This is an optimization exercise on Yosys and OpenROAD, whose aim is small area, a short achievable clock period and few clock cycles, not a production implementation.
Where RTL was checked, it was by simulation tests only, not by an equivalence proof against the original.
For run 1, only the layout was checked, not whether the RTL still works.

`flow/constraint.sdc`:
```
create_clock -name core_clock -period 8.5 [get_ports {clk}]
set_input_delay 1.7000 -clock core_clock [delete_from_list [all_inputs] [get_ports {clk}]]
set_output_delay 1.7000 -clock core_clock [all_outputs]
set_load 0.01 [all_outputs]
```
`flow/run.sh`:
```
#!/bin/bash
# synth_recipe.tcl (not shown) runs the flow's synth.tcl, then flattens the netlist and writes it again
# the make line also repeats each setting of config.mk as NAME=value (left out here)
make -C /OpenROAD-flow-scripts/flow DESIGN_CONFIG=/design/flow/config.mk WORK_HOME=/design/flow/orfs CLKGATE_MAP_FILE= SYNTH_SCRIPT=/design/flow/synth_recipe.tcl finish
```
`flow/design.v`:
```
`default_nettype none
package ellipse_pkg;
  localparam int COORD_BITS = 12;               
  localparam int RAD_BITS   = COORD_BITS - 1;   
  typedef logic signed [COORD_BITS-1:0] coord_t;
  typedef logic [RAD_BITS-1:0] rad_t;
  typedef logic [2*RAD_BITS-1:0] sq_t;
  typedef logic [3*RAD_BITS-1:0] prod_t;
  typedef logic signed [3*RAD_BITS+1:0] err_t;
  typedef enum logic [2:0] {
    idle,    
    point,   
    setup,   
    arc,     
    flat,    
    done     
  } ctrl_state_t;
endpackage
`default_nettype wire
`default_nettype none
module ellipse_generator (
  input  logic        clk,
  input  logic        reset,
  input  logic        enable,
  input  logic        run,
  input  logic        ena_pause,
  input  logic [1:0]  quadrant,
  input  logic [11:0] xc,
  input  logic [11:0] yc,
  input  logic [11:0] xr,
  input  logic [11:0] yr,
  output logic        busy,
  output logic        pixel_data_rdy,
  output logic        ellipse_complete,
  output logic [11:0] x_coord,
  output logic [11:0] y_coord
);
  localparam int ST_IDLE  = 0;
  localparam int ST_POINT = 1;
  localparam int ST_PASS  = 2;
  localparam int ST_I1    = 3;
  localparam int ST_I2    = 4;
  localparam int ST_ARC   = 5;
  localparam int ST_FLAT  = 6;
  localparam int ST_DONE  = 7;
  logic [7:0]         st;         
  logic               half;       
  logic signed [11:0] rm, rn;     
  logic [11:0]        cxr, cyr;   
  logic [1:0]         quad;
  logic [3:0]         cnt;        
  logic signed [11:0] lx, ly;     
  logic signed [34:0] P;          
  logic               alpha_r, beta_r;
  logic signed [34:0] A;          
  logic signed [34:0] B;          
  logic signed [22:0] R;          
  logic signed [23:0] S;          
  logic signed [24:0] G;          
  logic valid, step;
  logic valid_out;                
  logic [11:0] x_next, y_next;
  assign valid = (st[ST_POINT]) || (st[ST_ARC]) || (st[ST_FLAT]);
  assign step  = enable && !(ena_pause && valid_out);
  assign pixel_data_rdy   = valid_out && !ena_pause;
  assign ellipse_complete = (st[ST_DONE]) && (!valid_out || (enable && !ena_pause));
  assign busy             = run || !((st[ST_IDLE]) || ellipse_complete);
  always_ff @(posedge clk or posedge reset) begin
    if (reset) begin
      valid_out <= 1'b0;
    end else if (step) begin
      valid_out <= valid;
    end
  end
  always_ff @(posedge clk) begin
    if (step) begin
      x_coord <= x_next;
      y_coord <= y_next;
    end
  end
  logic [11:0] u, v;
  assign u = half ? ly : lx;
  assign v = half ? lx : ly;
  logic [11:0] ux, vx;
  assign ux = u ^ {12{quad[0]}};
  assign vx = v ^ {12{quad[1]}};
  bk_add #(12) add_x (.a(cxr), .b(ux), .ci(quad[0]), .s(x_next));
  bk_add #(12) add_y (.a(cyr), .b(vx), .ci(quad[1]), .s(y_next));
  function automatic logic [1:0] half_kind(input logic signed [11:0] m, input logic signed [11:0] n);
    if (m >= 12'sd2) half_kind = 2'd2;
    else if ((n < 12'sd2) && (m >= 12'sd0)) half_kind = 2'd1;
    else half_kind = 2'd0;
  endfunction
  function automatic logic [3:0] top_bit(input logic [10:0] x);
    top_bit = 4'd0;
    for (int i = 0; i < 11; i++) if (x[i]) top_bit = i[3:0];
  endfunction
  logic [1:0]  k_acc, k_acc2, k_sw;
  logic        acc_swap;           
  logic        start_now;          
  logic [1:0]  start_kind;
  logic [11:0] start_n;            
  logic [3:0]  start_cnt;
  logic [12:0] start_3n;
  assign k_acc    = half_kind(xr, yr);
  assign k_acc2   = half_kind(yr, xr);
  assign k_sw     = half_kind(rn, rm);
  assign acc_swap = !(xr == 12'd0 && yr == 12'd0) && (k_acc == 2'd0);
  logic               dx;          
  logic               en_next;     
  logic signed [11:0] ly_step, lx_step;
  logic               flat_next;
  logic               half_end;    
  assign dx        = dxc_r;
  logic        b_top_ones;
  logic        ge_g, ge_r;
  assign b_top_ones = &B[34:24];
  logic [25:0] cb, cg, cr, dg, dr;
  assign cb = {B[24], B[24:0]};
  assign cg = ~{G[24], G};
  assign cr = ~{{3{R[22]}}, R};
  bk_add #(26) cmp_add_g (.a(cb), .b(cg), .ci(1'b1), .s(dg));
  bk_add #(26) cmp_add_r (.a(cb), .b(cr), .ci(1'b1), .s(dr));
  assign ge_g    = !dg[25];
  assign ge_r    = !dr[25];
  assign en_next = !B[34] || (b_top_ones && (dx ? ge_g : ge_r));
  assign ly_step   = dx ? ly : ly - 12'sd1;
  assign lx_step   = lx + 12'sd1;
  logic flat_x, flat_d, lx_ok;
  assign lx_ok     = (lx < rm);
  assign flat_x    = (ly < 12'sd2) && lx_ok;
  assign flat_d    = (ly < 12'sd3) && (ly != -12'sd2048) && lx_ok;
  assign flat_next = dx ? flat_x : flat_d;
  assign half_end  = (st[ST_ARC])  ? (!en_next && !flat_next) :
                     (st[ST_FLAT]) ? (lx == rm) : 1'b0;
  assign start_n   = (st[ST_IDLE] || st[ST_DONE]) ? (acc_swap ? xr : yr) : rm;
  assign start_cnt = (st[ST_IDLE] || st[ST_DONE]) ? top_bit(xr[10:0] | yr[10:0])
                                                            : top_bit(rm[10:0] | rn[10:0]);
  assign start_3n  = {2'b00, start_n[10:0]} + {1'b0, start_n[10:0], 1'b0};
  logic [13:0] start_5n;
  assign start_5n  = {3'b000, start_n[10:0]} + {1'b0, start_n[10:0], 2'b00};
  logic [7:0] st_nx;              
  logic       half_nx;
  always_comb begin
    st_nx   = st;
    half_nx = half;
    case (1'b1)
      st[ST_IDLE], st[ST_DONE]: begin
        if (run) begin
          half_nx = acc_swap;
          if (xr == 12'd0 && yr == 12'd0) st_nx = 8'd1 << ST_POINT;
          else if (k_acc == 2'd2) st_nx = 8'd1 << ST_PASS;
          else if (k_acc == 2'd1) st_nx = 8'd1 << ST_FLAT;
          else st_nx = (k_acc2 == 2'd2) ? (8'd1 << ST_PASS) : (k_acc2 == 2'd1) ? (8'd1 << ST_FLAT) : (8'd1 << ST_DONE);
        end else begin
          st_nx = 8'd1 << ST_IDLE;
        end
      end
      st[ST_POINT]: st_nx = 8'd1 << ST_DONE;
      st[ST_PASS]:  if (cnt == 4'd0) st_nx = 8'd1 << ST_I1;
      st[ST_I1]:    st_nx = 8'd1 << ST_I2;
      st[ST_I2]:    st_nx = 8'd1 << ST_ARC;
      st[ST_ARC], st[ST_FLAT]: begin
        if (half_end) begin
          if (!half) begin
            half_nx = 1'b1;
            st_nx = (k_sw == 2'd2) ? (8'd1 << ST_PASS) : (k_sw == 2'd1) ? (8'd1 << ST_FLAT) : (8'd1 << ST_DONE);
          end else begin
            st_nx = 8'd1 << ST_DONE;
          end
        end else if (st[ST_ARC] && !en_next) begin
          st_nx = 8'd1 << ST_FLAT;
        end
      end
      default: st_nx = 8'd1 << ST_IDLE;
    endcase
  end
  always_ff @(posedge clk or posedge reset) begin
    if (reset) begin
      st   <= 8'd1 << ST_IDLE;
      half <= 1'b0;
    end else if (step) begin
      st   <= st_nx;
      half <= half_nx;
    end
  end
  logic fPp, fPa, fPb, fPr, f1p, f1b, f1r, f2p, f2a, f2r;
  logic alpha_p, alpha_a, alpha_b;
  always_ff @(posedge clk) begin
    if (step) begin
      fPp <= st_nx[ST_PASS];
      fPa <= st_nx[ST_PASS] | st_nx[ST_IDLE];
      fPb <= st_nx[ST_PASS] | st_nx[ST_DONE];
      fPr <= st_nx[ST_PASS] | st_nx[ST_POINT];
      f1p <= st_nx[ST_I1];
      f1b <= st_nx[ST_I1] | st_nx[ST_IDLE];
      f1r <= st_nx[ST_I1] | st_nx[ST_DONE];
      f2p <= st_nx[ST_I2];
      f2a <= st_nx[ST_I2] | st_nx[ST_DONE];
      f2r <= st_nx[ST_I2] | st_nx[ST_POINT];
      alpha_p <= (bit_i < 4'd12) && bit_m[bit_i];
      alpha_a <= (bit_i < 4'd12) && bit_m[bit_i] && !st_nx[ST_I1];
      alpha_b <= (bit_i < 4'd12) && bit_m[bit_i] && !st_nx[ST_IDLE];
    end
  end
  always_ff @(posedge clk) begin
    if (step) begin
      alpha_r <= (bit_i < 4'd12) && bit_m[bit_i];
      beta_r  <= (bit_i < 4'd12) && bit_n[bit_i];
    end
  end
  logic alpha, beta;              
  assign alpha = alpha_r;
  assign beta  = beta_r;
  logic [3:0] cnt_next;
  logic [11:0] bit_m, bit_n;      
  logic [3:0]  bit_i;
  assign cnt_next = cnt - 4'd1;
  logic        alpha0, beta0;     
  always_comb begin
    if (st[ST_IDLE] || st[ST_DONE]) begin
      bit_m = acc_swap ? yr : xr;
      bit_n = acc_swap ? xr : yr;
      bit_i = start_cnt - 4'd1;
    end else if (st[ST_PASS]) begin
      bit_m = rm;
      bit_n = rn;
      bit_i = cnt_next;
    end else begin
      bit_m = rn;
      bit_n = rm;
      bit_i = start_cnt - 4'd1;
    end
  end
  logic        start_arc;         
  assign start_arc = (st[ST_IDLE] || st[ST_DONE]) ? (acc_swap ? (k_acc2 == 2'd2) : (k_acc == 2'd2))
                                                            : (k_sw == 2'd2);
  assign alpha0 = start_arc && bit_m[start_cnt];
  assign beta0  = start_arc && bit_n[start_cnt];
  logic signed [34:0] nz, nzi;     
  assign nz  = 35'(rn[10:0]);
  assign nzi = ~nz;
  logic signed [34:0] p1, p2, p2a, a1, a2, b1, b2, b2a, sumP, sumA, sumB;
  logic               pc, ac;
  logic signed [24:0] r1, r2, sumR;
  logic               rc;
  always_comb begin
    p1 = P; p2a = B; pc = 1'b0;
    if (fPp) begin
      p1 = P <<< 1; p2a = alpha_p ? 35'(G) : nzi; pc = !alpha_p;
    end else if (f1p) begin
      p1 = B; p2a = 35'(R);
    end else if (f2p) begin
      p2a = A >>> 2; pc = rm[0];
    end
    a1 = A; a2 = 35'(R) <<< 1; ac = 1'b0;
    if (fPa) begin
      a1 = A <<< 2; a2 = alpha_a ? ~{22'd0, lx[10:0], 2'b01} : 35'sd0; ac = alpha_a;
    end else if (f2a) begin
      a1 = 35'(R);
    end
    b1 = B; b2a = 35'(S) <<< 1;
    if (fPb) begin
      b1 = B <<< 2; b2a = alpha_b ? P : 35'sd0;
    end else if (f1b) begin
      b1 = B <<< 1; b2a = 35'(R);
    end
    r1 = {R, 2'b00}; r2 = '0; rc = 1'b0;
    if (fPr) begin
      r1 = 25'({R, 2'b00}); r2 = beta ? ~{12'd0, ly[10:0], 2'b01} : 25'sd0; rc = beta;
    end else if (f1r) begin
      r1 = A[24:0]; r2 = 25'(R);
    end else if (f2r) begin
      r1 = A[24:0]; r2 = 25'(S);
    end
  end
  assign p2 = dxp_r ? A : p2a;
  assign b2 = dxb_r ? (35'(R) <<< 1) : b2a;
  bk_add #(35) add_p (.a(p1), .b(p2), .ci(pc), .s(sumP));
  bk_add #(35) add_a (.a(a1), .b(a2), .ci(ac), .s(sumA));
  bk_add #(35) add_b (.a(b1), .b(b2), .ci(1'b0), .s(sumB));
  bk_add #(25) add_r (.a(r1), .b(r2), .ci(rc), .s(sumR));
  logic signed [34:0] P_d;
  logic               dxp_r, dxb_r, dxc_r;
  logic               load_start;     
  assign load_start = ((st[ST_IDLE] || st[ST_DONE]) && run) || (half_end && !half);
  always_comb begin
    if (load_start) P_d = alpha0 ? 35'(start_5n) : 35'(start_n[10:0]);
    else if (st[ST_PASS] || st[ST_I1] || st[ST_I2] || st[ST_ARC]) P_d = sumP;
    else P_d = P;
  end
  always_ff @(posedge clk) begin
    if (step) begin
      P     <= P_d;
      dxp_r <= st_nx[ST_ARC] && !P_d[34];
      dxb_r <= (st_nx[ST_ARC] || st_nx[ST_FLAT]) && !P_d[34];
      dxc_r <= (st_nx[ST_ARC] || st_nx[ST_POINT]) && !P_d[34];
    end
  end
  always_ff @(posedge clk) begin
    if (step) begin
      case (1'b1)
        st[ST_IDLE], st[ST_DONE]: begin
          if (run) begin
            cxr  <= xc;
            cyr  <= yc;
            quad <= quadrant;
            lx   <= 12'(alpha0);
            ly   <= 12'(beta0);
            A    <= {35{alpha0}};
            B    <= alpha0 ? 35'(start_n[10:0]) : 35'sd0;
            R    <= {23{beta0}};
            G    <= 25'(start_3n);
            cnt  <= start_cnt - 4'd1;
            if (acc_swap) begin
              rm <= yr; rn <= xr;
            end else begin
              rm <= xr; rn <= yr;
            end
          end
        end
        st[ST_PASS]: begin
          A   <= sumA;
          B   <= sumB;
          R   <= sumR[22:0];
          lx  <= {lx[10:0], alpha};
          ly  <= {ly[10:0], beta};
          cnt <= cnt - 4'd1;
        end
        st[ST_I1]: begin
          B <= sumB;
          S <= sumR[23:0];
        end
        st[ST_I2]: begin
          A  <= sumA;
          B  <= sumB;
          G  <= sumR;
          lx <= '0;
          ly <= rn;
        end
        st[ST_ARC]: begin
          lx <= lx_step;
          A  <= sumA;
          B  <= sumB;
          if (!dx) ly <= ly - 12'sd1;
          if (!en_next) begin
            if (flat_next) ly <= '0;
          end
        end
        st[ST_FLAT]: begin
          lx <= lx_step;
        end
        default: ;
      endcase
      if (half_end && !half) begin
        rm  <= rn;
        rn  <= rm;
        lx  <= 12'(alpha0);
        ly  <= 12'(beta0);
        A   <= {35{alpha0}};
        B   <= alpha0 ? 35'(start_n[10:0]) : 35'sd0;
        R   <= {23{beta0}};
        G   <= 25'(start_3n);
        cnt <= start_cnt - 4'd1;
      end
    end
  end
endmodule
`default_nettype wire
module bk_add #(parameter int N = 35) (
  input  logic [N-1:0] a,
  input  logic [N-1:0] b,
  input  logic         ci,
  output logic [N-1:0] s
);
  logic [N-1:0] p0, p, gg;
  always_comb begin
    p0 = a ^ b;
    p  = p0;
    gg = a & b;
    gg[0] = gg[0] | (p0[0] & ci);
    for (int i = 0; i < 6; i++) begin
      for (int j = 0; j < N; j++) begin
        if ((j % (2 ** (i + 1)) == 2 ** (i + 1) - 1) && (2 ** i < N)) begin
          gg[j] = gg[j] | (p[j] & gg[j - 2 ** i]);
          p[j]  = p[j] & p[j - 2 ** i];
        end
      end
    end
    for (int i = 5; i > 0; i--) begin
      for (int j = 0; j < N; j++) begin
        if ((j % (2 ** i) == 2 ** (i - 1) - 1) && (j >= 2 ** i) && (2 ** i < N)) begin
          gg[j] = gg[j] | (p[j] & gg[j - 2 ** (i - 1)]);
          p[j]  = p[j] & p[j - 2 ** (i - 1)];
        end
      end
    end
    s = p0 ^ {gg[N-2:0], ci};
  end
endmodule
```
`flow/config.mk`:
```
export PLATFORM = sky130hd
export DESIGN_NAME = ellipse_generator
export DESIGN_NICKNAME = ellipse_generator
export VERILOG_FILES = /design/flow/design.v
export SDC_FILE = /design/flow/constraint.sdc
export NUM_CORES = 4
export LEC_CHECK = 0
export ABC_AREA = 1
export CAP_MARGIN = 20
export CORE_MARGIN = 2
export CORE_UTILIZATION = 65
export SETUP_SLACK_MARGIN = 3.5
export SLEW_MARGIN = 20
```
==> results.json, run 1 <==
{
  "cts_tree": "yes",
  "synth_top_family_by_area": "compound AO/OA/AOI/OAI gates",
  "core-area_mm2": 0.04204,
  "syn2layout_area_growth_pct": 13.16,
  "syn_inst": 3598,
  "fin_crit_ns": 5.057,
  "whs_path_depth": 2,
  "die_area_mm2": 0.04443,
  "startpoint": "G[11]",
  "setup_viol": 0,
  "vias": 28740,
  "wl_per_cell_um": 24.79,
  "fin_cells": 4242,
  "num_io_pins": 82,
  "drtIter0Drc": 4528,
  "dp_hpwl_um": 71820,
  "max_freq_ghz": 0.1977,
  "die_x_um": 210.8,
  "async_reset_ff_share_pct": 3.268,
  "slew_violations": 0,
  "finalHoldViolCount": 0,
  "critical_path_class": "register to register",
  "synth_compound_area_share_pct": 20.99,
  "avgSynthCellArea_um2": 7.724,
  "synth_top_area_share_pct": 31.98,
  "synth_area_leader_cell": "edfxtp_1",
  "grt_pass1_wl_um": 156500,
  "grt_use_total_pct": 46.47,
  "max-cap-violations": 0,
  "placed_cells_incl_taps": 4085,
  "clk_latency_ns": 0.59,
  "hold_path.class": "register to register",
  "endpoint_kind": "register",
  "cts_buffer_depth": 3,
  "grt-ovfl-total": 0,
  "rsz0062_at_grt": "true",
  "fp-row-count": 75,
  "cp-start-kind": "register",
  "whs_ns": 0.5585,
  "ant_nets": 0,
  "hold_end": "st[0]",
  "min-delay-start": "st[0]",
  "synth_cell_type_count": 59,
  "antenna_found_initial": 9,
  "yosys_warnings": 5,
  "htreeDepth": 2,
  "syn-num-nets": 3952,
  "die_y_um": 210.8,
  "wl_um": 105200,
  "rr_worst_depth": 20,
  "synth_area_leaders": "edfxtp_1 32%, ha_1 9.9%, nand2_1 9.1%",
  "tightest_slew_ns": 1.278,
  "r2r_setup_slack_ns": 3.44,
  "dp_slack_ns": 2.142,
  "clk_pin_slew_worst_paths_ns": 0.06,
  "synthAdderAreaFrac_pct": 15.60,
  "nets": 4026,
  "drive_gt1_share_pct": 8.683,
  "fin_tns_setup_ns": 0,
  "fin_skew_ns": 0.01991,
  "gp_congestion": 1.024,
  "crit_fanout": 25,
  "syn_area_mm2": 0.02779,
  "clk_root_buffer_cell": "clkbuf_16",
  "port-buffer-count": 81,
  "cp.arrival_ns": 5.39,
  "r2r-end": "P[4]",
  "routed_via_density": 6.776,
  "drc": 0,
  "clkSinkCount": 306,
  "start_util_pct": 66.11,
  "cts_buffers": 37,
  "firstDrtPassIters": 13,
  "cp.required_ns": 8.83,
  "ys_ff_latch": 306,
  "post-route-period-util_pct": 59.50,
  "yosysSeqAreaShare_pct": 32.89,
  "ctsHoldBuffers": 0,
  "muxShareOfSynthArea_pct": 0.07203,
  "grt_max_degree": 85,
  "ys.flop_type": "edfxtp_1",
  "worst_slack_ns": 3.443,
  "maxSlewHeadroom_pct": 14.56,
  "yosys.area_share.simple_pct": 17.45,
  "synth_xor_area_share_pct": 4.034,
  "grt_pass1_vias": 27790,
  "synth_edf_count": 296,
  "status": "finished clean",
  "reg2reg_from": "G[11]"
}
[state kept, by name, summed over array words and instances (netlist names), 12 cells and up]
register / flops
A: 35
B: 35
G: 25
P: 35
R: 23
S: 24
cxr: 12
cyr: 12
lx: 12
ly: 12
rm: 12
rn: 12
x_coord: 12
y_coord: 12
[cells in the mapped netlist (all sizes together), types with 3 or more instances]
master,number
a211oi,14
a21o,12
a21oi,376
a221oi,4
a22oi,26
a31o,3
a31oi,48
and2,8
buf,47
clkbuf,126
clkinv,8
dfrtp,9
edfxtp,296
fa,79
ha,220
inv,455
nand2,706
nand3,123
nand4,35
nor2,226
nor3,24
nor4,12
o211ai,30
o21a,5
o21ai,484
o21bai,6
o221ai,5
o22ai,42
o31ai,9
o32ai,3
or2,19
xnor2,62
xor2,66
[placed cells by master (no fill, tap or decap), types with 62 or more instances in the layout]
cell	count
nand2_1	669
inv_1	429
o21ai_0	422
a21oi_1	369
edfxtp_1	296
ha_1	217
nor2_1	211
nand3_1	120
buf_4	97
fa_1	77
xor2_1	66
xnor2_1	62
clkdlybuf4s50_1	62
[cells by family (layout without fill, tap and decap cells)]
| group | after synthesis | count (layout) |
|---|---|---|
| AOI/OAI and AO/OA | 1072 | 1073 |
| xor gates and xnor gates | 128 | 128 |
| adders and majority gates | 299 | 299 |
| buffers and inverters | 636 | 729 |
| DFF | 306 | 306 |
| muxes | 2 | 2 |
| other | 1 | 7 |
| and+or+nand+nor | 1154 | 1159 |
[critical path, stage by stage, from the launching register on]
cell      delay [ns]
edfxtp_1        0.76
inv_1           0.11
ha_1            0.32
nand2_1         0.06
nor4_1          0.25
nand2_1         0.08
nand2_1         0.08
nand2_1         0.05
nand2_1         0.06
nand2_1         0.05
nand2_1         0.06
nand2_1         0.26
nand3_1         0.21
nand2_2         0.15
nand3_4         0.32
inv_1           0.11
buf_4           0.28
nor2_4          0.50
inv_1           0.64
nand3_1         0.32
nand2_1         0.09
[worst max path at each step]
stage / end / slack [ns] / depth (start not counted)
2_1_floorplan: G[11] / 3.40 / 23
3_5_place_dp: G[11] / 2.14 / 22
4_1_cts: lx[1] / 3.38 / 20
3_3_place_gp: G[11] / 2.25 / 24
5_1_grt: A[1] / 3.36 / 18
6_report: P[4] / 3.44 / 20
[per-stage QoR]
step,instance area [um^2],util (%)
after global placement,28900,68.75
after detailed placement,28900,68.75
after CTS,30720,73.08
final,31450,74.81
after global routing,31440,74.78
after floorplan,27800,-
[metal layers]
metal / track usage [%] / routed length, um / up-vias
li1: - / - / 12470
met1: 53.07 / 34390 / 13190
met2: 72.37 / 46770 / 2399
met3: 13.35 / 14180 / 673
met4: 39.05 / 9698 / 12
met5: 0 / 113 / -
[timing repair]
action | CTS | global route
endpoints found under the setup margin | 310 | 239
resized for setup | 72 | 73
cloned | 5 | 6
buffers inserted | 37 | 39
hold endpoints to repair | 0 | 0
pin swaps | 12 | 21
[area by class of cell]
class / instances / area (um^2)
clock buffer: 41 / 960.9
inverter: 463 / 1763
sequential: 306 / 9140
timing repair inverter: 2 / 10.01
fill: 3080 / 10590
clock inverter: 23 / 264.0
antenna: 6 / 15.01
tap: 539 / 674.4
timing repair buffer: 200 / 1959
multi-input combinational: 2662 / 16660
==> inputs of run 2 (changes only) <==
--- a/flow/design.v
+++ b/flow/design.v
@@ -43,7 +43,8 @@
   localparam int ST_ARC   = 5;
   localparam int ST_FLAT  = 6;
   localparam int ST_DONE  = 7;
-  logic [7:0]         st;         
+  localparam int ST_H2    = 8;    
+  logic [8:0]         st;         
   logic               half;       
   logic signed [11:0] rm, rn;     
   logic [11:0]        cxr, cyr;   
@@ -139,7 +140,7 @@
   assign start_3n  = {2'b00, start_n[10:0]} + {1'b0, start_n[10:0], 1'b0};
   logic [13:0] start_5n;
   assign start_5n  = {3'b000, start_n[10:0]} + {1'b0, start_n[10:0], 2'b00};
-  logic [7:0] st_nx;              
+  logic [8:0] st_nx;              
   logic       half_nx;
   always_comb begin
     st_nx   = st;
@@ -148,36 +149,37 @@
       st[ST_IDLE], st[ST_DONE]: begin
         if (run) begin
           half_nx = acc_swap;
-          if (xr == 12'd0 && yr == 12'd0) st_nx = 8'd1 << ST_POINT;
-          else if (k_acc == 2'd2) st_nx = 8'd1 << ST_PASS;
-          else if (k_acc == 2'd1) st_nx = 8'd1 << ST_FLAT;
-          else st_nx = (k_acc2 == 2'd2) ? (8'd1 << ST_PASS) : (k_acc2 == 2'd1) ? (8'd1 << ST_FLAT) : (8'd1 << ST_DONE);
+          if (xr == 12'd0 && yr == 12'd0) st_nx = 9'd1 << ST_POINT;
+          else if (k_acc == 2'd2) st_nx = 9'd1 << ST_PASS;
+          else if (k_acc == 2'd1) st_nx = 9'd1 << ST_FLAT;
+          else st_nx = (k_acc2 == 2'd2) ? (9'd1 << ST_PASS) : (k_acc2 == 2'd1) ? (9'd1 << ST_FLAT) : (9'd1 << ST_DONE);
         end else begin
-          st_nx = 8'd1 << ST_IDLE;
+          st_nx = 9'd1 << ST_IDLE;
         end
       end
-      st[ST_POINT]: st_nx = 8'd1 << ST_DONE;
-      st[ST_PASS]:  if (cnt == 4'd0) st_nx = 8'd1 << ST_I1;
-      st[ST_I1]:    st_nx = 8'd1 << ST_I2;
-      st[ST_I2]:    st_nx = 8'd1 << ST_ARC;
+      st[ST_POINT]: st_nx = 9'd1 << ST_DONE;
+      st[ST_H2]:    st_nx = (k_sw == 2'd2) ? (9'd1 << ST_PASS) : (k_sw == 2'd1) ? (9'd1 << ST_FLAT) : (9'd1 << ST_DONE);
+      st[ST_PASS]:  if (cnt == 4'd0) st_nx = 9'd1 << ST_I1;
+      st[ST_I1]:    st_nx = 9'd1 << ST_I2;
+      st[ST_I2]:    st_nx = 9'd1 << ST_ARC;
       st[ST_ARC], st[ST_FLAT]: begin
         if (half_end) begin
           if (!half) begin
             half_nx = 1'b1;
-            st_nx = (k_sw == 2'd2) ? (8'd1 << ST_PASS) : (k_sw == 2'd1) ? (8'd1 << ST_FLAT) : (8'd1 << ST_DONE);
+            st_nx = 9'd1 << ST_H2;
           end else begin
-            st_nx = 8'd1 << ST_DONE;
+            st_nx = 9'd1 << ST_DONE;
           end
         end else if (st[ST_ARC] && !en_next) begin
-          st_nx = 8'd1 << ST_FLAT;
+          st_nx = 9'd1 << ST_FLAT;
         end
       end
-      default: st_nx = 8'd1 << ST_IDLE;
+      default: st_nx = 9'd1 << ST_IDLE;
     endcase
   end
   always_ff @(posedge clk or posedge reset) begin
     if (reset) begin
-      st   <= 8'd1 << ST_IDLE;
+      st   <= 9'd1 << ST_IDLE;
       half <= 1'b0;
     end else if (step) begin
       st   <= st_nx;
@@ -283,7 +285,7 @@
   logic signed [34:0] P_d;
   logic               dxp_r, dxb_r, dxc_r;
   logic               load_start;     
-  assign load_start = ((st[ST_IDLE] || st[ST_DONE]) && run) || (half_end && !half);
+  assign load_start = ((st[ST_IDLE] || st[ST_DONE]) && run) || st[ST_H2];
   always_comb begin
     if (load_start) P_d = alpha0 ? 35'(start_5n) : 35'(start_n[10:0]);
     else if (st[ST_PASS] || st[ST_I1] || st[ST_I2] || st[ST_ARC]) P_d = sumP;
@@ -352,7 +354,7 @@
         end
         default: ;
       endcase
-      if (half_end && !half) begin
+      if (st[ST_H2]) begin
         rm  <= rn;
         rn  <= rm;
         lx  <= 12'(alpha0);
==> run 2 against run 1 <==
Still clean; maximum frequency increased by 2.5%; first-iteration DRC count shrank 10%; critical path type is now input port to register; critical endpoint is now P[11].
==> results.json, run 2 <==
{
  "start_util_pct": 65.97,
  "worst_path_most_repeated_cell": "nand2_1",
  "critPathMaxStageDelay_ns": 0.43,
  "num_io_pins": 82,
  "fin_tns_setup_ns": 0,
  "layout_commonest_cell": "nand2_1",
  "synth_area_leaders": "edfxtp_1 32%, ha_1 9.9%, nand2_1 8.4%",
  "setup_viol": 0,
  "crit_fanout": 11,
  "avgSynthCellArea_um2": 7.800,
  "drc": 0,
  "ys_ff_latch": 307,
  "fin_crit_ns": 4.932,
  "dp_hpwl_um": 69850,
  "die_y_um": 210.6,
  "endpoint_kind": "register",
  "drtIter0Drc": 4072,
  "clkSinkCount": 307,
  "slew_violations": 0,
  "grt_pass1_vias": 27400,
  "grt_use_total_pct": 44.11,
  "grt_pass1_wl_um": 149500,
  "routed_via_density": 6.690,
  "clk_latency_ns": 0.61,
  "port-buffer-count": 81,
  "syn2layout_area_growth_pct": 11.03,
  "cp.required_ns": 8.83,
  "grt-ovfl-total": 0,
  "ctsHoldBuffers": 0,
  "synth_edf_count": 296,
  "htreeDepth": 2,
  "synth_area_leader_cell": "edfxtp_1",
  "die_area_mm2": 0.04434,
  "grt_max_degree": 71,
  "seqCellArea_mm2": 0.009165,
  "crit_chain": "clkdlybuf4s50_1 -> inv_2 -> nand4_1 -> nor2_2 -> nand2_2 -> nand2_2 -> nand2_4 -> nand2_4 -> nand2_1 -> o21ai_1 -> nand2_1 -> o21ai_1 -> inv_1 -> ha_1 -> nand3_1 -> nand2_1 -> a21oi_1 -> o21bai_1 -> xor2_1 -> inv_1 -> nand2_1 -> o21ai_0",
  "ys.flop_type": "edfxtp_1",
  "post-route-period-util_pct": 58.03,
  "crit_path_top_delay_cell": "ha_1",
  "cts_buffers": 38,
  "nets": 3940,
  "synth_top_area_share_pct": 32.05,
  "wl_um": 99220,
  "synth_commonest_cells": "621 x nand2_1, 465 x o21ai_0, 449 x inv_1",
  "vias": 27790,
  "whs_ns": 0.5502,
  "nFillCells": 3291,
  "final_cell_mix": "612 x nand2_1, 449 x o21ai_0, 442 x inv_1",
  "syn_area_mm2": 0.02774,
  "max_freq_ghz": 0.2027,
  "ant_nets": 0,
  "cp.arrival_ns": 5.26,
  "max-cap-violations": 0,
  "clk_root_buffer_cell": "clkbuf_16",
  "fin_skew_ns": 0.03396,
  "maxSlewHeadroom_pct": 6.388,
  "antenna_found_initial": 6,
  "status": "finished clean",
  "clk_pin_slew_worst_paths_ns": 0.05,
  "tightest_slew_ns": 1.403,
  "drive_gt1_share_pct": 8.220,
  "synth.most_common_cell": "nand2_1",
  "finalHoldViolCount": 0,
  "syn-num-nets": 3910,
  "hold_path.class": "register to register",
  "yosys_warnings": 5,
  "synth_cell_type_count": 65,
  "yosysSeqAreaShare_pct": 33.04,
  "multi_input_area_mm2": 0.01644,
  "async_reset_ff_share_pct": 3.583,
  "cts_tree": "yes",
  "wl_per_cell_um": 23.89,
  "fp-row-count": 75,
  "syn_inst": 3556,
  "firstDrtPassIters": 9,
  "cp-start-kind": "input port",
  "gp_congestion": 1.050,
  "rsz0062_at_grt": "true",
  "largestRegisters": "A (35), B (35), P (35)",
  "core-area_mm2": 0.04204,
  "cts_buffer_depth": 3,
  "die_x_um": 210.6,
  "critical_path_class": "input port to register"
}
==> run 2: cell types whose count changed after synthesis, sizes merged, moves of 12 or more <==
cell    change
nor2       +23
nand3      -32
buf        -12
clkbuf     +14
o21ai      +20
inv        +16
nand2      -57
==> run 2: worst paths after layout <==
kind                       start        end  slack [ns]  depth (start not counted)
setup / recovery           yr[5]      P[11]        3.57                         22
hold reg to reg            st[1]  valid_out        0.55                          2
min in group asynchronous  reset      st[5]        1.40                          2
setup reg to reg             fPb      B[30]        3.72                         18
max in group asynchronous  reset      st[0]        6.73                          2
hold / removal             st[1]  valid_out        0.55                          2
==> run 2: metal layers <==
layer  track usage (%)  up-vias  part of all wire, %
met2             71.80     2057                   46
met1             49.49    12880                   33
li1                  -    12250                    -
met4             35.02        8                  9.4
met5                 0        -                0.048
met3             11.19      600                   12
==> run 2: worst max-delay path: cells and delay by family <==
| kind | cells | cell delay, ns |
|---|---|---|
| AOI/OAI and AO/OA | 5 | 0.90 |
| xor gates and xnor gates | 1 | 0.16 |
| adders and majority gates | 1 | 0.43 |
| buffers and inverters | 4 | 0.78 |
| and+or+nand+nor | 11 | 1.28 |
==> run 2: area by class of cell <==
| type | count | area share [%] |
|---|---|---|
| tap | 539 | 2.190 |
| clock buffer | 51 | 3.311 |
| sequential | 307 | 29.76 |
| multi-input combinational | 2599 | 53.38 |
| timing repair inverter | 1 | 0.01625 |
| timing repair buffer | 160 | 4.851 |
| antenna | 2 | 0.01625 |
| clock inverter | 16 | 0.5607 |
| inverter | 479 | 5.912 |
==> run 2: timing repair <==
item                       in CTS  in global routing
buffers inserted               11                 28
pin swaps                       3                 18
gates cloned                    2                  3
setup endpoints to repair     144                144
resized for setup              44                 72
==> run 2: through the flow <==
stage | util [%] | instance area [um^2] | worst slack [ns] | cells
4_1_cts | 72.00 | 30270 | 3.412 | 4121
3_3_place_gp | 68.57 | 28830 | 2.516 | 4041
3_5_place_dp | 68.57 | 28830 | 2.374 | 4041
2_1_floorplan | - | 27740 | 3.584 | 3556
6_report | 73.25 | 30800 | 3.568 | 4154
5_1_grt | 73.24 | 30790 | 3.339 | 4152
==> run 2: kinds of logic after synthesis <==
kind of cell               share of synthesized area, %
buffers and inverters                             9.244
muxes                                            0.1083
DFF                                               33.04
AOI/OAI and AO/OA                                 22.05
adders and majority gates                         15.63
xor gates and xnor gates                          3.853
and+or+nand+nor                                   16.06
other                                           0.01352
Testbench counts of run 2, summed over its fixed seeds: cycles 112,956.
==> inputs of run 3 (changes only) <==
--- a/flow/config.mk
+++ b/flow/config.mk
@@ -9,5 +9,5 @@
 export CAP_MARGIN = 20
 export CORE_MARGIN = 2
 export CORE_UTILIZATION = 65
-export SETUP_SLACK_MARGIN = 3.5
+export SETUP_SLACK_MARGIN = 4.25
 export SLEW_MARGIN = 20
==> run 3 against run 2 <==
Still clean; first-iteration DRC count is 13% higher; via count is 6.1% higher; sequential share of layout area is 1.9 points lower; critical endpoint is now A[31].
==> results.json, run 3 <==
{
  "slew_violations": 0,
  "num_io_pins": 82,
  "cts_tree": "yes",
  "synth_compound_area_share_pct": 22.05,
  "place_area_mm2": 0.02898,
  "critPathMaxStageDelay_ns": 0.56,
  "wl_um": 109600,
  "setup_viol": 0,
  "synth_commonest_cells": "621 x nand2_1, 465 x o21ai_0, 449 x inv_1",
  "synthAdderAreaFrac_pct": 15.63,
  "synth.most_common_cell": "nand2_1",
  "ys_ff_latch": 307,
  "gp_congestion": 1.058,
  "die_y_um": 210.6,
  "final_area_mm2": 0.03285,
  "endpoint_kind": "register",
  "synth_top_family_by_area": "compound AO/OA/AOI/OAI gates",
  "clkSinkCount": 307,
  "synth_xor_area_share_pct": 3.853,
  "dp_hpwl_um": 69300,
  "syn-num-nets": 3910,
  "cp.arrival_ns": 4.77,
  "yosysSeqAreaShare_pct": 33.04,
  "htreeDepth": 2,
  "syn_inst": 3556,
  "synth_edf_count": 296,
  "whs_ns": 0.5518,
  "cts_buffers": 38,
  "start_util_pct": 65.97,
  "status": "finished clean",
  "grt_pass1_wl_um": 154000,
  "clk_latency_ns": 0.61,
  "yosys_warnings": 5,
  "crit_chain": "clkinv_4 -> buf_12 -> o21ai_0 -> a21oi_1 -> a21oi_2 -> ha_1 -> a21oi_1 -> nand2_1 -> nand4_1 -> nand2_1 -> nand4_1 -> nand2_2 -> a21oi_4 -> inv_2 -> nand2_1 -> nand2_2 -> a21oi_4 -> o21ai_2 -> nand3_1 -> nand2_1 -> fa_1 -> xnor2_1 -> o21ai_0",
  "synth_cell_type_count": 65,
  "critical_path_class": "register to register",
  "max-cap-violations": 0,
  "synth_top_area_share_pct": 32.05,
  "core-area_mm2": 0.04204,
  "post-route-period-util_pct": 52.43,
  "async_reset_ff_share_pct": 3.583,
  "clk_root_buffer_cell": "clkbuf_16",
  "fin_skew_ns": 0.02854,
  "routed_via_density": 6.893,
  "placed_cells_incl_taps": 4039,
  "tightest_slew_ns": 0.9532,
  "path_delay_family": "compound AO/OA/AOI/OAI gates",
  "layout_commonest_cell": "nand2_1",
  "ys.flop_type": "edfxtp_1",
  "dp_slack_ns": 2.494,
  "fp-row-count": 75,
  "max_freq_ghz": 0.2244,
  "drive_gt1_share_pct": 14.87,
  "grt_max_degree": 79,
  "drtIter0Drc": 4590,
  "cts_buffer_depth": 3,
  "grt-ovfl-total": 0,
  "cp.required_ns": 8.81,
  "wl_per_cell_um": 25.62,
  "fin_tns_setup_ns": 0,
  "nFillCells": 2957,
  "grt_use_total_pct": 45.64,
  "syn_area_mm2": 0.02774,
  "fin_crit_ns": 4.457,
  "worst_slack_ns": 4.043,
  "maxSlewHeadroom_pct": 36.45,
  "rsz0062_at_grt": "true",
  "port-buffer-count": 81,
  "nets": 4058,
  "finalHoldViolCount": 0,
  "clk_pin_slew_worst_paths_ns": 0.06,
  "yosys.area_share.simple_pct": 16.06,
  "die_area_mm2": 0.04434,
  "synth_area_leaders": "edfxtp_1 32%, ha_1 9.9%, nand2_1 8.4%",
  "grt_pass1_vias": 27910,
  "avgSynthCellArea_um2": 7.800,
  "firstDrtPassIters": 10,
  "vias": 29490,
  "cp-start-kind": "register",
  "antenna_found_initial": 10,
  "muxShareOfSynthArea_pct": 0.1083,
  "largestRegisters": "A (35), B (35), P (35)",
  "final_util_pct": 78.15,
  "hold_path.class": "register to register",
  "crit_buf_inv": 3,
  "syn2layout_area_growth_pct": 18.46,
  "crit_path_top_delay_cell": "edfxtp_1",
  "die_x_um": 210.6,
  "final_cell_mix": "581 x nand2_1, 427 x inv_1, 412 x o21ai_0",
  "worst_path_most_repeated_cell": "nand2_1",
  "fin_cells": 4278,
  "ant_nets": 0,
  "drc": 0,
  "synth_area_leader_cell": "edfxtp_1",
  "crit_fanout": 10
}
[run 3: cell counts after synthesis]
No cell type changed its count.
[run 3: metal layers]
layer	part of all wire (%)	GRT usage, %	vias to the layer above
met3	14	11.86	876
met5	0.014	0.2225	-
li1	-	-	12500
met1	31	51.04	13610
met2	44	73.57	2498
met4	11	37.62	2
[run 3: layout make-up]
class	count	area (um^2)	area share (%)
antenna	6	15.01	0.04570
clock buffer	44	973.4	2.963
clock inverter	25	255.2	0.7769
inverter	479	1926	5.861
multi-input combinational	2600	17090	52.03
sequential	307	9165	27.90
tap	539	674.4	2.053
timing repair buffer	276	2736	8.329
timing repair inverter	2	16.27	0.04951
[run 3: worst reg2reg max path, stage by stage, from the launching register on]
cell	delay [ns]
edfxtp_1	0.56
clkinv_4	0.16
buf_12	0.18
o21ai_0	0.19
a21oi_1	0.09
a21oi_2	0.17
ha_1	0.30
a21oi_1	0.17
nand2_1	0.14
nand4_1	0.10
nand2_1	0.09
nand4_1	0.14
nand2_2	0.10
a21oi_4	0.17
inv_2	0.07
nand2_1	0.08
nand2_2	0.08
a21oi_4	0.31
o21ai_2	0.12
nand3_1	0.07
nand2_1	0.07
fa_1	0.48
xnor2_1	0.22
o21ai_0	0.11
[run 3: repair_timing]
action	CTS	global route
gates cloned	9	15
hold buffers	0	0
buffers inserted	62	78
endpoints found under the setup margin	224	148
pin swaps	56	73
resized for setup	266	168
[run 3: logic make-up (layout without fill, tap and decap cells)]
family	Yosys count	count (layout)
AO/OA/AOI/OAI	1097	1097
XOR/XNOR	122	122
adder cells (fa/ha/maj)	299	299
buffers and inverters	654	826
flip-flops	307	307
multiplexers	3	3
other	1	7
AND/OR/NAND/NOR	1073	1078
[run 3: path summary, 6_finish.rpt]
check | startpoint | endpoint | slack [ns] | cells past startpoint
worst max-delay path | f2a | A[31] | 4.04 | 23
min in group asynchronous | reset | st[2] | 1.42 | 2
worst max register to register | f2a | A[31] | 4.04 | 23
worst min register to register | st[6] | st[6] | 0.55 | 2
max in group asynchronous | reset | st[0] | 6.73 | 2
worst min-delay path | st[6] | st[6] | 0.55 | 2
==> inputs of run 4 (changes only) <==
--- a/flow/config.mk
+++ b/flow/config.mk
@@ -9,5 +9,5 @@
 export CAP_MARGIN = 20
 export CORE_MARGIN = 2
 export CORE_UTILIZATION = 65
-export SETUP_SLACK_MARGIN = 4.25
+export SETUP_SLACK_MARGIN = 4.0
 export SLEW_MARGIN = 20
==> run 4 against run 3 <==
Via count decreased by 4.4%; final area down 3.6%; global-route usage is 1.3 points lower; first-iteration DRC count shrank 14%; clock skew grew 0.013 ns; synthesized cell count unchanged; critical endpoint is now A[15]; highest routed layer unchanged.
==> results.json, run 4 <==
{
  "ys.flop_type": "edfxtp_1",
  "synth_area_leader_cell": "edfxtp_1",
  "async_reset_ff_share_pct": 3.583,
  "startpoint": "yr[3]",
  "htreeDepth": 2,
  "cts_buffers": 38,
  "synth_edf_count": 296,
  "antenna_found_initial": 6,
  "wl_um": 101000,
  "slew_violations": 0,
  "clk_latency_ns": 0.60,
  "drtIter0Drc": 3951,
  "ant_nets": 0,
  "r2r-end": "P[23]",
  "critPathMaxStageDelay_ns": 0.40,
  "status": "finished clean",
  "crit_fanout": 47,
  "setup_viol": 0,
  "grt-ovfl-total": 0,
  "grt_pass1_wl_um": 150000,
  "num_io_pins": 82,
  "r2r_setup_slack_ns": 4.09,
  "drc": 0,
  "die_area_mm2": 0.04434,
  "ys_ff_latch": 307,
  "gp_congestion": 1.036,
  "core-area_mm2": 0.04204,
  "dp_hpwl_um": 70030,
  "cp.required_ns": 8.80,
  "rr_worst_depth": 15,
  "yosysSeqAreaShare_pct": 33.04,
  "synth_cell_type_count": 65,
  "whs_path_depth": 2,
  "drive_gt1_share_pct": 11.85,
  "max_freq_ghz": 0.2261,
  "synth_commonest_cells": "621 x nand2_1, 465 x o21ai_0, 449 x inv_1",
  "syn2layout_area_growth_pct": 14.21,
  "synth_top_area_share_pct": 32.05,
  "start_util_pct": 65.97,
  "crit_chain": "clkdlybuf4s15_1 -> inv_2 -> nand2_2 -> nor2_2 -> nand2_1 -> nand2_2 -> nand2_8 -> buf_4 -> nand2_4 -> nand2_1 -> o21ai_1 -> o21ai_0 -> o21ai_1 -> nand2_1 -> nand2_1 -> nand4_1 -> buf_8 -> o21ai_0",
  "ctsHoldBuffers": 0,
  "clk_pin_slew_worst_paths_ns": 0.06,
  "finalHoldViolCount": 0,
  "max-cap-violations": 0,
  "fin_skew_ns": 0.04175,
  "die_y_um": 210.6,
  "cts_tree": "yes",
  "cp.arrival_ns": 4.72,
  "hold_end": "valid_out",
  "cts_buffer_depth": 3,
  "routed_via_density": 6.690,
  "firstDrtPassIters": 9,
  "reg2reg_from": "alpha_r",
  "endpoint_kind": "register",
  "synth.most_common_cell": "nand2_1",
  "fin_crit_ns": 4.423,
  "port-buffer-count": 81,
  "critical_path_class": "input port to register",
  "rsz0062_at_grt": "true",
  "synth_area_leaders": "edfxtp_1 32%, ha_1 9.9%, nand2_1 8.4%",
  "clk_root_buffer_cell": "clkbuf_16",
  "largestRegisters": "A (35), B (35), P (35)",
  "fin_tns_setup_ns": 0,
  "maxSlewHeadroom_pct": 26.08,
  "tightest_slew_ns": 1.097,
  "crit_path_top_delay_cell": "o21ai_0",
  "grt_use_total_pct": 44.31,
  "die_x_um": 210.6,
  "vias": 28190,
  "nets": 4002,
  "min-delay-start": "st[1]",
  "syn_area_mm2": 0.02774,
  "syn_inst": 3556,
  "cp-start-kind": "input port",
  "grt_pass1_vias": 26930,
  "syn-num-nets": 3910,
  "final_cell_mix": "594 x nand2_1, 439 x o21ai_0, 435 x inv_1",
  "clkSinkCount": 307,
  "yosys_warnings": 5,
  "worst_path_most_repeated_cell": "nand2_1",
  "hold_path.class": "register to register",
  "avgSynthCellArea_um2": 7.800,
  "post-route-period-util_pct": 52.03,
  "layout_commonest_cell": "nand2_1",
  "grt_max_degree": 89,
  "fp-row-count": 75,
  "wl_per_cell_um": 23.98
}
-- run 4: cell counts after synthesis --
No cell type changed its count.
-- run 4: metrics by stage --
stage	hold WS (ns)	instances	utilization (%)	setup WS (ns)	area (um^2)
floorplan	0.4930	3556	-	3.805	27850
global placement	0.5212	4038	68.76	2.602	28910
detailed placement	0.5372	4038	68.76	2.573	28910
CTS	0.5553	4166	73.69	3.954	30980
global route	0.5796	4210	75.32	3.956	31670
finish	0.5676	4214	75.35	4.077	31680
-- run 4: cells by family after synthesis --
kind of cell    count (synthesis)  synth area share, %
fa+ha+maj                     299                15.63
mux                             3               0.1083
compound gates               1097                22.05
buf+inv                       654                9.244
flops                         307                33.04
xor+xnor                      122                3.853
simple gates                 1073                16.06
other cells                     1              0.01352
-- run 4: how the worst max path moves through the flow --
stage / end / slack (ns) / depth (start not counted)
finish: A[15] / 4.08 / 18
global route: A[31] / 3.96 / 24
CTS: fPa / 3.95 / 15
detailed placement: P[10] / 2.57 / 24
global placement: P[11] / 2.60 / 26
floorplan: P[10] / 3.81 / 25
-- run 4: worst max-delay path: cells and delay by family --
| kind | cells | cell delay [ns] |
|---|---|---|
| AND/OR/NAND/NOR | 10 | 1.38 |
| buffers and inverters | 4 | 0.76 |
| AO/OA/AOI/OAI | 4 | 0.86 |
-- run 4: per-layer routing --
layer  track usage, %  part of all wire, %
met1            49.63                   33
met2            71.59                   46
met3            11.22                   11
met4            36.57                  9.9
met5                0                0.086
-- run 4: area by class of cell --
| type | count | area (um^2) |
|---|---|---|
| multi-input combinational | 2601 | 16720 |
| fill | 3121 | 10360 |
| sequential | 307 | 9165 |
| timing repair buffer | 219 | 2079 |
| inverter | 479 | 1876 |
| clock buffer | 42 | 975.9 |
| tap | 539 | 674.4 |
| clock inverter | 21 | 158.9 |
| timing repair inverter | 2 | 12.51 |
| antenna | 4 | 10.01 |
-- run 4: what timing repair did --
item                                   CTS  global route
pin swaps                               30            50
gates cloned                             8             5
setup buffers                           57            39
gates resized for setup                127           156
endpoints found under the hold margin    0             0
setup endpoints to repair              188           170
==> inputs of run 5 (changes only) <==
--- a/flow/config.mk
+++ b/flow/config.mk
@@ -8,6 +8,6 @@
 export ABC_AREA = 1
 export CAP_MARGIN = 20
 export CORE_MARGIN = 2
-export CORE_UTILIZATION = 65
-export SETUP_SLACK_MARGIN = 4.0
+export CORE_UTILIZATION = 55
+export SETUP_SLACK_MARGIN = 4.5
 export SLEW_MARGIN = 20
==> run 5 against run 4 <==
Largest cell class unchanged; first-iteration DRC count fell by 12%; synthesized cell count did not move; critical path type is now register to register; sequential cell count is the same; still clean.
==> results.json, run 5 <==
{
  "rsz0062_at_grt": "true",
  "layout_commonest_cell": "nand2_1",
  "grt_use_total_pct": 39.32,
  "synth_cell_type_count": 65,
  "synth_top_family_by_area": "compound AO/OA/AOI/OAI gates",
  "wl_per_cell_um": 24.58,
  "fin_crit_ns": 4.451,
  "syn_inst": 3556,
  "status": "finished clean",
  "syn_area_mm2": 0.02774,
  "die_area_mm2": 0.05224,
  "htreeDepth": 2,
  "final_util_pct": 68.42,
  "fin_skew_ns": 0.02854,
  "maxSlewHeadroom_pct": 28.72,
  "drtIter0Drc": 3467,
  "slew_violations": 0,
  "critical_path_class": "register to register",
  "hold_path.class": "register to register",
  "grt_max_degree": 73,
  "nFillCells": 4128,
  "vias": 28590,
  "fin_tns_setup_ns": 0,
  "ys_ff_latch": 307,
  "ant_nets": 0,
  "die_x_um": 228.6,
  "synth_area_leaders": "edfxtp_1 32%, ha_1 9.9%, nand2_1 8.4%",
  "routed_via_density": 6.389,
  "ys.flop_type": "edfxtp_1",
  "final_cell_mix": "572 x nand2_1, 415 x inv_1, 397 x o21ai_0",
  "cp.required_ns": 8.83,
  "setup_viol": 0,
  "wl_um": 110000,
  "muxShareOfSynthArea_pct": 0.1083,
  "cp.arrival_ns": 4.78,
  "post-route-period-util_pct": 52.37,
  "firstDrtPassIters": 6,
  "drc": 0,
  "avgSynthCellArea_um2": 7.800,
  "cts_buffer_depth": 3,
  "fp-row-count": 82,
  "yosys.area_share.simple_pct": 16.06,
  "max-cap-violations": 0,
  "num_io_pins": 82,
  "syn-num-nets": 3910,
  "syn2layout_area_growth_pct": 23.26,
  "finalHoldViolCount": 0,
  "grt_pass1_wl_um": 157500,
  "synth_commonest_cells": "621 x nand2_1, 465 x o21ai_0, 449 x inv_1",
  "clk_root_buffer_cell": "clkbuf_16",
  "core-area_mm2": 0.04997,
  "fin_cells": 4474,
  "synth.most_common_cell": "nand2_1",
  "largestRegisters": "A (35), B (35), P (35)",
  "antenna_found_initial": 1,
  "seqCellArea_mm2": 0.009165,
  "die_y_um": 228.6,
  "grt-ovfl-total": 0,
  "placed_cells_incl_taps": 4173,
  "synth_compound_area_share_pct": 22.05,
  "max_freq_ghz": 0.2247,
  "synth_edf_count": 296,
  "crit_fanout": 7,
  "clk_latency_ns": 0.60,
  "synth_top_area_share_pct": 32.05,
  "cts_buffers": 40,
  "async_reset_ff_share_pct": 3.583,
  "synthAdderAreaFrac_pct": 15.63,
  "nets": 4124,
  "synth_xor_area_share_pct": 3.853,
  "cts_tree": "yes",
  "dp_hpwl_um": 72060,
  "start_util_pct": 55.51,
  "endpoint_kind": "register",
  "cp-start-kind": "register",
  "yosysSeqAreaShare_pct": 33.04,
  "grt_pass1_vias": 27350,
  "multi_input_area_mm2": 0.01745,
  "clk_pin_slew_worst_paths_ns": 0.06,
  "synth_area_leader_cell": "edfxtp_1",
  "yosys_warnings": 5,
  "gp_congestion": 0.9918,
  "tightest_slew_ns": 1.069,
  "drive_gt1_share_pct": 18.02,
  "port-buffer-count": 81,
  "clkSinkCount": 307
}
run 5: cell counts after synthesis:
Identical to the previous run, type by type.
run 5: routing by layer:
layer	GRT usage, %	wire length, um	up-vias	part of all wire (%)
li1	-	-	12640	-
met1	45.45	37560	13440	34
met2	64.41	50290	1927	46
met3	7.460	11830	574	11
met4	30.76	10270	2	9.3
met5	0	11	-	0.010
run 5: worst paths after layout:
check	startpoint	endpoint	depth (start not counted)	slack, ns
setup / recovery	f2p	P[23]	20	4.05
hold / removal	st[6]	st[6]	2	0.57
setup reg to reg	f2p	P[23]	20	4.05
hold reg to reg	st[6]	st[6]	2	0.57
max in group asynchronous	reset	st[0]	2	6.71
min in group asynchronous	reset	st[4]	2	1.43
run 5: layout make-up:
type,count,area share (%)
sequential,307,26.81
timing repair inverter,3,0.05856
clock buffer,42,3.012
clock inverter,31,0.9442
multi-input combinational,2602,51.05
antenna,1,0.007320
inverter,479,5.625
tap,672,2.459
timing repair buffer,337,10.03
run 5: critical path, cell delays in order, from the launching register on:
cell and delay, ns:
edfxtp_1 0.47, buf_12 0.17, buf_4 0.17, nand2_1 0.10, o21ai_0 0.12, o21ai_1 0.61
o211ai_1 0.18, o21ai_0 0.18, ha_1 0.33, buf_4 0.15, a221oi_2 0.26, o211ai_1 0.11
buf_4 0.17, buf_6 0.12, buf_12 0.13, clkinv_8 0.04, o21ai_4 0.05, a31o_4 0.22
fa_2 0.38, xnor2_1 0.14, nor2_1 0.07
run 5: repair_timing:
item                                    in CTS  in global routing
gates resized for setup                    331                210
endpoints found under the setup margin     306                148
hold buffers                                 0                  0
endpoints found under the hold margin        0                  0
cloned                                      15                 11
buffers inserted                           112                 89
pin swaps                                   90                119
run 5: cells by family after synthesis:
kind of cell    Yosys count
fa+ha+maj               299
compound gates         1097
simple gates           1073
other cells               1
flops                   307
xor+xnor                122
mux                       3
buf+inv                 654
run 5: through the flow:
stage,hold WS [ns],instance area [um^2],worst slack [ns]
2_1_floorplan,0.4930,27980,3.884
3_3_place_gp,0.5456,29160,2.621
3_5_place_dp,0.5374,29160,2.557
4_1_cts,0.5534,32450,4.266
5_1_grt,0.5951,34190,3.980
6_report,0.5681,34190,4.049

## re-timing with driven ports
How much do the figures lean on ideal ports? The routed layouts below were timed once more, with nothing changed but the port constraints.
Step 1: set_driving_cell puts a clkbuf_16 on clk and a buf_2 on each other input, an assumption about the parent block.
Step 2 also shifts input and output timing later by t, the mid clock arrival at the registers, as if the neighbouring blocks saw the same clock.
Slacks: no drivers / after step 1 / after step 2; pairs: no drivers / after step 1.
run | shift t [ns] | setup WS [ns] | worst hold slack (ns) | pins driven straight from the clock port
run 1 | 0.642 | 3.443 / 3.443 / 2.935 | 0.558 / 0.558 / 0.558 | 1
run 2 | 0.649 | 3.568 / 3.598 / 2.949 | 0.550 / 0.550 / 0.550 | 1
run 3 | 0.655 | 4.043 / 4.043 / 3.484 | 0.552 / 0.552 / 0.552 | 1
run 4 | 0.641 | 4.077 / 4.067 / 3.464 | 0.568 / 0.568 / 0.568 | 1
run 5 | 0.650 | 4.049 / 4.049 / 3.552 | 0.568 / 0.568 / 0.568 | 1
After both steps setup and hold are still met in every run listed. The setup slack of run 2, which loses most, moves by +0.030 ns with the drivers and by -0.619 ns with both steps.
